Context: an optimization exercise on an open-source flow, tuned for small area. The choices shown serve that exercise and are no tape-out recipe.
The RTL was checked by simulation tests, not by an equivalence proof against the original design.
Power and IR drop assume default switching activity.

Setup of rev 12:
==> flow/design.v <==
module risc_trace_top (
  input  logic        clk,
  input  logic        rst,
  input  logic        start,
  input  logic [31:0] pc_i,
  input  logic [31:0] instr_i,
  input  logic [31:0] wdata_i,
  input  logic        rd_en,
  output logic        core_rst,
  output logic        running,
  output logic        done,
  output logic        halt_det,
  output logic        timeout,
  output logic        overflow,
  output logic [31:0] cycle_cnt,
  output logic [4:0]  count,
  output logic        rd_valid,
  output logic [31:0] rd_pc,
  output logic [31:0] rd_instr,
  output logic [31:0] rd_wdata
);
  risc_trace_ctrl #(
    .DATA_W     (32),
    .ADDR_W     (32),
    .DEPTH      (16),
    .RST_CYCLES (2),
    .MAX_CYCLES (1000),
    .STALL_LIMIT(4)
  ) u_ctrl (
    .clk      (clk),
    .rst      (rst),
    .start    (start),
    .pc_i     (pc_i),
    .instr_i  (instr_i),
    .wdata_i  (wdata_i),
    .rd_en    (rd_en),
    .core_rst (core_rst),
    .running  (running),
    .done     (done),
    .halt_det (halt_det),
    .timeout  (timeout),
    .overflow (overflow),
    .cycle_cnt(cycle_cnt),
    .count    (count),
    .rd_valid (rd_valid),
    .rd_pc    (rd_pc),
    .rd_instr (rd_instr),
    .rd_wdata (rd_wdata)
  );
endmodule

module risc_trace_ctrl #(
  parameter int DATA_W      = 32,
  parameter int ADDR_W      = 32,
  parameter int DEPTH       = 16,
  parameter int RST_CYCLES  = 1,
  parameter int MAX_CYCLES  = 10,
  parameter int STALL_LIMIT = 4
) (
  input  logic                     clk,
  input  logic                     rst,
  input  logic                     start,
  input  logic [ADDR_W-1:0]        pc_i,
  input  logic [DATA_W-1:0]        instr_i,
  input  logic [DATA_W-1:0]        wdata_i,
  input  logic                     rd_en,
  output logic                     core_rst,
  output logic                     running,
  output logic                     done,
  output logic                     halt_det,
  output logic                     timeout,
  output logic                     overflow,
  output logic [31:0]              cycle_cnt,
  output logic [$clog2(DEPTH):0]   count,
  output logic                     rd_valid,
  output logic [ADDR_W-1:0]        rd_pc,
  output logic [DATA_W-1:0]        rd_instr,
  output logic [DATA_W-1:0]        rd_wdata
);
  localparam int PTR_W = $clog2(DEPTH);
  localparam int CNT_W = PTR_W + 1;
  localparam int ENT_W = ADDR_W + 2 * DATA_W;
  localparam int CYC_W = $clog2(MAX_CYCLES + 1);
  localparam int STL_W = (STALL_LIMIT > 2) ? $clog2(STALL_LIMIT) : 1;
  localparam int RST_W = (RST_CYCLES > 2) ? $clog2(RST_CYCLES) : 1;
  logic              in_reset;
  logic [RST_W-1:0]  rst_cnt;
  logic [CYC_W-1:0]  cyc;
  logic [STL_W-1:0]  stall_cnt;
  logic [PTR_W-1:0]  rd_ptr;
  logic [DEPTH-1:0][ENT_W-1:0] ring;
  logic [ENT_W-1:0]  newest;
  logic              full;
  logic              go;
  logic              pop_ok;
  logic              same_pc;
  logic              hit_halt;
  logic              hit_budget;
  logic              adv;
  assign full       = count[PTR_W];
  assign go         = start && !in_reset && !running;
  assign pop_ok     = done && rd_en && (count != '0) && !start;
  assign same_pc    = (count != '0) && (pc_i == newest[ENT_W-1 -: ADDR_W]);
  assign hit_halt   = same_pc && (stall_cnt == STL_W'(STALL_LIMIT - 1));
  assign hit_budget = (cyc == CYC_W'(MAX_CYCLES - 1));
  assign adv        = running ? !full : (done && !pop_ok);
  assign newest    = ring[0];
  assign core_rst  = !running;
  assign cycle_cnt = 32'(cyc);
  always_ff @(posedge clk) begin
    ring[0] <= running ? {pc_i, instr_i, wdata_i} : ring[DEPTH-1];
    for (int i = 1; i < DEPTH; i++) ring[i] <= ring[i-1];
  end
  always_ff @(posedge clk) begin
    if (go)       rd_ptr <= '0;
    else if (adv) rd_ptr <= rd_ptr + 1'b1;
  end
  logic [ENT_W-1:0] rd_ent;
  always_comb begin
    rd_ent = '0;
    for (int i = 0; i < DEPTH; i++)
      rd_ent = rd_ent | (ring[i] & {ENT_W{rd_ptr == PTR_W'(i)}});
  end
  assign {rd_pc, rd_instr, rd_wdata} = rd_ent;
  always_ff @(posedge clk or negedge rst) begin
    if (!rst) begin
      in_reset  <= 1'b0;
      rst_cnt   <= '0;
      running   <= 1'b0;
      done      <= 1'b0;
      count     <= '0;
      stall_cnt <= '0;
      cyc       <= '0;
      halt_det  <= 1'b0;
      timeout   <= 1'b0;
      overflow  <= 1'b0;
      rd_valid  <= 1'b0;
    end else begin
      rd_valid <= pop_ok;
      if (go) begin
        in_reset  <= 1'b1;
        done      <= 1'b0;
        rst_cnt   <= '0;
        count     <= '0;
        stall_cnt <= '0;
        cyc       <= '0;
        halt_det  <= 1'b0;
        timeout   <= 1'b0;
        overflow  <= 1'b0;
      end else if (pop_ok) begin
        count <= count - 1'b1;
      end
      if (in_reset) begin
        if (rst_cnt == RST_W'(RST_CYCLES - 1)) begin
          in_reset <= 1'b0;
          running  <= 1'b1;
        end else begin
          rst_cnt <= rst_cnt + 1'b1;
        end
      end
      if (running) begin
        cyc       <= cyc + 1'b1;
        stall_cnt <= same_pc ? stall_cnt + 1'b1 : '0;
        if (full) overflow <= 1'b1;
        else      count    <= count + 1'b1;
        if (hit_halt)   halt_det <= 1'b1;
        if (hit_budget) timeout  <= 1'b1;
        if (hit_halt || hit_budget) begin
          running <= 1'b0;
          done    <= 1'b1;
        end
      end
    end
  end
endmodule
clock: 5.0 ns
lec_check: 0
cap_margin: 20
core_margin: 2
core_utilization: 40
slew_margin: 20
run.sh (not shown) runs the stock make flow with config.mk's settings and CLKGATE_MAP_FILE= SYNTH_SCRIPT=/design/flow/synth_recipe.tcl, a recipe that flattens the netlist after the stock synthesis.
Relative to rev 12, the following input files were edited for rev 13:
diff --git a/flow/design.v b/flow/design.v
--- a/flow/design.v
+++ b/flow/design.v
@@ -86,9 +86,9 @@
   logic              in_reset;
   logic [RST_W-1:0]  rst_cnt;
   logic [CYC_W-1:0]  cyc;
   logic [STL_W-1:0]  stall_cnt;
-  logic [PTR_W-1:0]  rd_ptr;
+  logic [DEPTH-1:0]  rd_sel;
   logic [DEPTH-1:0][ENT_W-1:0] ring;
   logic [ENT_W-1:0]  newest;
   logic              full;
   logic              go;
@@ -111,16 +111,16 @@
     ring[0] <= running ? {pc_i, instr_i, wdata_i} : ring[DEPTH-1];
     for (int i = 1; i < DEPTH; i++) ring[i] <= ring[i-1];
   end
   always_ff @(posedge clk) begin
-    if (go)       rd_ptr <= '0;
-    else if (adv) rd_ptr <= rd_ptr + 1'b1;
+    if (go)       rd_sel <= DEPTH'(1);
+    else if (adv) rd_sel <= {rd_sel[DEPTH-2:0], rd_sel[DEPTH-1]};
   end
   logic [ENT_W-1:0] rd_ent;
   always_comb begin
     rd_ent = '0;
     for (int i = 0; i < DEPTH; i++)
-      rd_ent = rd_ent | (ring[i] & {ENT_W{rd_ptr == PTR_W'(i)}});
+      rd_ent = rd_ent | (ring[i] & {ENT_W{rd_sel[i]}});
   end
   assign {rd_pc, rd_instr, rd_wdata} = rd_ent;
   always_ff @(posedge clk or negedge rst) begin
     if (!rst) begin
==> run summary <==
Rev 13 against rev 12; core area is down by a few percent.
The startpoint of the worst setup timing path comes out u_ctrl.rd_sel[4] in one run and u_ctrl.rd_ptr[1] in the other, namely in rev 13 and rev 12 respectively.
The final count of pins violating max slew on rev 12 is in line with that on rev 13.
For the die extent in y, rev 13 came in 4.4 um lower than rev 12 did.
Diff rev 12 -> rev 13: sequential share of layout area rose 2.1 points; net switching fraction of the power fell 0.60 points; part of the power in registers about even.

==> afterwards: timing with drivers on the ports <==
How much do the figures lean on ideal ports? The routed layouts below were timed once more, with nothing changed but the port constraints. Step 1: set_driving_cell puts a clkbuf_16 on clk and a buf_2 on each other input, an assumption about the parent block. Step 2 moves the port delays by t, midway between the first and last clock arrival at a register: inputs arrive t later, outputs are due t later. That takes back most of the time a late clock gives input paths. Three values: no drivers, after step 1, after step 2; two values: the first two.
run | shift t [ns] | setup WS [ns] | slew at the worst register clock pin (ns)
rev 12 | 0.810 | 0.117 / 0.046 / 0.856 | 0.07 / 0.07
rev 13 | 0.800 | 0.832 / 0.763 / 1.500 | 0.07 / 0.07
After both steps every run listed still meets setup and hold.
